From an optimization exercise on the open Yosys and OpenROAD flow, aimed at small area, a short achievable clock period and few clock cycles per item; shortcuts taken in it are not production practice.
The RTL was checked by simulation tests, not by an equivalence proof against the original design.
Power figures rest on the tool's default switching activity, not on a simulated workload.

// centered_moving_average_unit
module centered_moving_average_unit #(
  parameter int MAX_HALF_WIDTH = CMA_MAX_HALF_WIDTH,
  parameter int SAMPLE_BITS    = CMA_SAMPLE_BITS
) (
  input  logic               clk,
  input  logic               rst,
  input  logic               cfg_wr_en,
  input  logic [CFG_W-1:0]   cfg_wr_data,    
  input  logic               s_axis_tvalid,
  output logic               s_axis_tready,
  input  logic [TDATA_W-1:0] s_axis_tdata,   
  input  logic               s_axis_tlast,   
  output logic               m_axis_tvalid,
  input  logic               m_axis_tready,
  output logic [TDATA_W-1:0] m_axis_tdata,   
  output logic               m_axis_tlast,   
  output logic               m_axis_tuser    
);
Size: ~6,600 cells after synthesis, about 3,300 flip-flops, roughly 110 I/O pins, roughly 120,000 sq um of cells after synthesis.
Settings: LEC_CHECK=0, ABC_CLOCK_PERIOD_IN_PS=2500, CAP_MARGIN=20, CORE_MARGIN=2, CORE_UTILIZATION=40, CTS_BUF_LIST=sky130_fd_sc_hd__clkbuf_8, CTS_CLUSTER_DIAMETER=45, CTS_CLUSTER_SIZE=16, SETUP_SLACK_MARGIN=2.9, SLEW_MARGIN=20, TNS_END_PERCENT=10; clock period 5.5 ns.
run.sh (not shown) runs the stock make flow with config.mk's settings and CLKGATE_MAP_FILE= SYNTH_SCRIPT=/design/flow/synth_recipe.tcl, a recipe that flattens the netlist after the stock synthesis.
Testbench counts at the start, summed over its fixed seeds: cycles 15,462, items 13,361.
Next try:
--- a/flow/config.mk
+++ b/flow/config.mk
@@ -11,6 +11,6 @@
 export CORE_UTILIZATION = 40
 export CTS_BUF_LIST = sky130_fd_sc_hd__clkbuf_8
-export CTS_CLUSTER_DIAMETER = 45
-export CTS_CLUSTER_SIZE = 16
+export CTS_CLUSTER_DIAMETER = 40
+export CTS_CLUSTER_SIZE = 20
 export SETUP_SLACK_MARGIN = 2.9
 export SLEW_MARGIN = 20
Effect: The changed run passed the timing, DRC and antenna checks; total power goes up by 3.1%; core utilization goes up by 0.34 points; cell area goes up by 0.74%; clock-buffer cell count goes up by 46; worst hold slack improved by 0.016 ns.
Next try:
--- a/flow/config.mk
+++ b/flow/config.mk
@@ -10,7 +10,5 @@
 export CORE_MARGIN = 2
 export CORE_UTILIZATION = 40
-export CTS_BUF_LIST = sky130_fd_sc_hd__clkbuf_8
-export CTS_CLUSTER_DIAMETER = 40
-export CTS_CLUSTER_SIZE = 20
+export CTS_BUF_LIST = sky130_fd_sc_hd__clkbuf_4 sky130_fd_sc_hd__clkbuf_8
 export SETUP_SLACK_MARGIN = 2.9
 export SLEW_MARGIN = 20
After rerunning:
- clock skew climbs by 0.0098 ns
- flip-flop and latch count stays the same
- via count climbs by 1.6%
- worst setup slack gets better by 0.062 ns
- routed wire length climbs by 1.8%
- power climbs by 2.4%
- hold slack gets worse by 0.025 ns
- die area is unchanged
- critical path depth drops by 4
- combinational power climbs by 7.2%
Next try:
--- a/flow/config.mk
+++ b/flow/config.mk
@@ -10,5 +10,7 @@
 export CORE_MARGIN = 2
 export CORE_UTILIZATION = 40
-export CTS_BUF_LIST = sky130_fd_sc_hd__clkbuf_4 sky130_fd_sc_hd__clkbuf_8
+export CTS_BUF_LIST = sky130_fd_sc_hd__clkbuf_8
+export CTS_CLUSTER_DIAMETER = 60
+export CTS_CLUSTER_SIZE = 20
 export SETUP_SLACK_MARGIN = 2.9
 export SLEW_MARGIN = 20
Outcome: Core utilization shrinks by 2.0 points; setup slack loses 0.070 ns; die area stays the same; global-route usage falls by 0.41 points; maximum frequency shrinks by 2.6%; combinational power is lower by 2.6%; non-clock buffer count decreases by 24; power falls by 14%; hold slack gains 0.020 ns; sequential share of layout area goes up by 3.2 points.

---

exp/onyx:
centered_moving_average_unit again, from the RTL that the note above started with.
## centered_moving_average_unit
module centered_moving_average_unit #(
  parameter int MAX_HALF_WIDTH = CMA_MAX_HALF_WIDTH,
  parameter int SAMPLE_BITS    = CMA_SAMPLE_BITS
) (
  input  logic               clk,
  input  logic               rst,
  input  logic               cfg_wr_en,
  input  logic [CFG_W-1:0]   cfg_wr_data,    
  input  logic               s_axis_tvalid,
  output logic               s_axis_tready,
  input  logic [TDATA_W-1:0] s_axis_tdata,   
  input  logic               s_axis_tlast,   
  output logic               m_axis_tvalid,
  input  logic               m_axis_tready,
  output logic [TDATA_W-1:0] m_axis_tdata,   
  output logic               m_axis_tlast,   
  output logic               m_axis_tuser    
);
  localparam int SIDE_W = TAG_W + 2;
  localparam int RES_W  = VALUE_W + SIDE_W;
  logic [4:0]         h;
  logic               clr;
  logic               in_valid;
  logic [VALUE_W-1:0] in_x;
  logic [TAG_W-1:0]   in_tag;
  logic               in_last;
  logic               acc;
  logic               en;
  logic               skid_valid;
  logic               skid_valid_nx;
  logic               ptr;
  logic [1:0]         s_busy, s_ended, s_emit, s_user, s_ended_nx, s_done, s_part;
  logic               h0;
  logic [ACC_W-1:0]   s_cs  [0:1];
  logic [ACC_W-1:0]   s_cc  [0:1];
  logic [CNT_W-1:0]   s_n   [0:1];
  logic               f_a, f_t, f_b;
  logic               f_a_nx, f_t_nx, in_valid_nx;
  logic               step_r, tail_r;
  logic               cb_nx, ce_nx, ob_nx;
  logic [1:0]         s_busy_q, s_ended_q;
  logic               step;
  logic               tail;
  logic               consume;
  logic               flip;
  logic               ptr_nx;
  logic [VALUE_W-1:0] popv;
  logic [TAG_W-1:0]   ctag;
  ...
Settings: LEC_CHECK=0, ABC_CLOCK_PERIOD_IN_PS=2500, CAP_MARGIN=20, CORE_MARGIN=2, CORE_UTILIZATION=40, CTS_BUF_LIST=sky130_fd_sc_hd__clkbuf_8 sky130_fd_sc_hd__clkbuf_16, CTS_CLUSTER_DIAMETER=60, CTS_CLUSTER_SIZE=20, SETUP_SLACK_MARGIN=3.0, SLEW_MARGIN=20, TNS_END_PERCENT=10; clock period 5.5 ns.
exp/onyx did not stop at any stage, and its layout met the timing, DRC and antenna checks.
Testbench counts of exp/onyx, summed over its fixed seeds: cycles 15,462, items 13,361.
Changes in exp/willow relative to exp/onyx:
Settings: CTS_CLUSTER_DIAMETER removed (was 60); CTS_CLUSTER_SIZE removed (was 20); SETUP_SLACK_MARGIN changed from 3.0 to 2.7; CTS_BUF_LIST changed from sky130_fd_sc_hd__clkbuf_8 sky130_fd_sc_hd__clkbuf_16 to sky130_fd_sc_hd__clkbuf_4 sky130_fd_sc_hd__clkbuf_8.
==> notes.md <==
Having completed the whole flow, exp/willow delivered a layout that passed the timing, DRC and antenna checks.
NOTE maximum clock frequency exp/onyx->exp/willow decreased by more than 10%
exp/willow ended up with u_div.g_st[6].d3q[0] as its startpoint of the most critical setup path; exp/onyx ended up with cfg_wr_en.
Non-clock buffer count sits lower in exp/willow than in exp/onyx.
Going from exp/onyx to exp/willow, total length of routed met3 wires increased about 30%; combinational cell power lower; critical path depth increased 1; leakage component of the power rose by 0.84 nW.
Summary — final cell count, exp/willow relative to exp/onyx: higher, by about 3.6%.
| sequential share of layout area | lower: exp/willow |
| aggregate routed wire length | exp/willow vs exp/onyx | ≈ equal |
exp/willow: power spent charging and discharging nets is 3.9% higher than what exp/onyx reported.
For exp/amber, these inputs were changed with respect to exp/willow:
Settings: setting CTS_CLUSTER_SIZE to 20 for the first time; setting CTS_CLUSTER_DIAMETER to 60 for the first time; changing CORE_UTILIZATION from 40 to 55; changing SETUP_SLACK_MARGIN from 2.7 to 2.9; changing CTS_BUF_LIST from sky130_fd_sc_hd__clkbuf_4 sky130_fd_sc_hd__clkbuf_8 to sky130_fd_sc_hd__clkbuf_8 sky130_fd_sc_hd__clkbuf_16.
## What came out
exp/amber completed; timing, DRC and antenna clean. Run comparison: exp/willow cell with the biggest individual delay on the critical path sky130_fd_sc_hd__o41ai_1; exp/amber cell with the biggest individual delay on the critical path sky130_fd_sc_hd__clkdlybuf4s50_1. Global routing usage on met1 for exp/amber is higher than for exp/willow. Global-route usage, exp/willow and exp/amber: smaller value in exp/willow. From exp/willow to exp/amber the numbers moved as follows: total non-filler cell area in the finished layout down 2.2%; non-clock buffer count higher; final routed wire length divided by cell count saw an increase; clock network fraction of total power lower; area overhead of the layout relative to synthesis dropped 2.5 points. Compared with exp/willow, exp/amber instantiates a smaller number of standard cells.

afterwards: timing with drivers on the ports:
No port has a modelled driver above. Below, the same layouts with a new extraction and two added sets of constraints. Step 1, drivers: a clkbuf_16 drives clk and a buf_2 each remaining input, both assumed. Step 2 moves the port delays by t, midway between the first and last clock arrival at a register: inputs arrive t later, outputs are due t later. That takes back most of the time a late clock gives input paths. Slacks: ideal / step 1 / step 2; pairs: ideal / step 1.
| run | t, ns | setup WS [ns] | hold WS [ns] | clock arrival spread, ns | worst data-port slew with drivers (ns) |
|---|---|---|---|---|---|
| the first run of note 1 | 1.042 | 2.820 / 2.742 / 2.014 | 0.373 / 0.373 / 0.373 | 0.114 / 0.114 | 0.08 |
| the second run of note 1 | 1.067 | 2.781 / 2.729 / 2.027 | 0.389 / 0.389 / 0.389 | 0.125 / 0.125 | 0.08 |
| the third run of note 1 | 1.065 | 2.842 / 2.768 / 1.986 | 0.363 / 0.363 / 0.363 | 0.153 / 0.153 | 0.08 |
| the fourth run of note 1 | 1.083 | 2.772 / 2.688 / 2.001 | 0.383 / 0.383 / 0.383 | 0.140 / 0.141 | 0.08 |
| exp/onyx | 0.957 | 2.826 / 2.785 / 1.941 | 0.372 / 0.372 / 0.372 | 0.108 / 0.108 | 0.08 |
| exp/willow | 1.067 | 2.443 / 2.443 / 1.965 | 0.361 / 0.361 / 0.361 | 0.154 / 0.154 | 0.08 |
| exp/amber | 0.943 | 2.676 / 2.587 / 1.872 | 0.409 / 0.409 / 0.409 | 0.047 / 0.047 | 0.20 |
After both steps every run listed still meets setup and hold. The setup slack of exp/onyx, which loses most, moves by -0.041 ns with the drivers and by -0.885 ns with both steps.
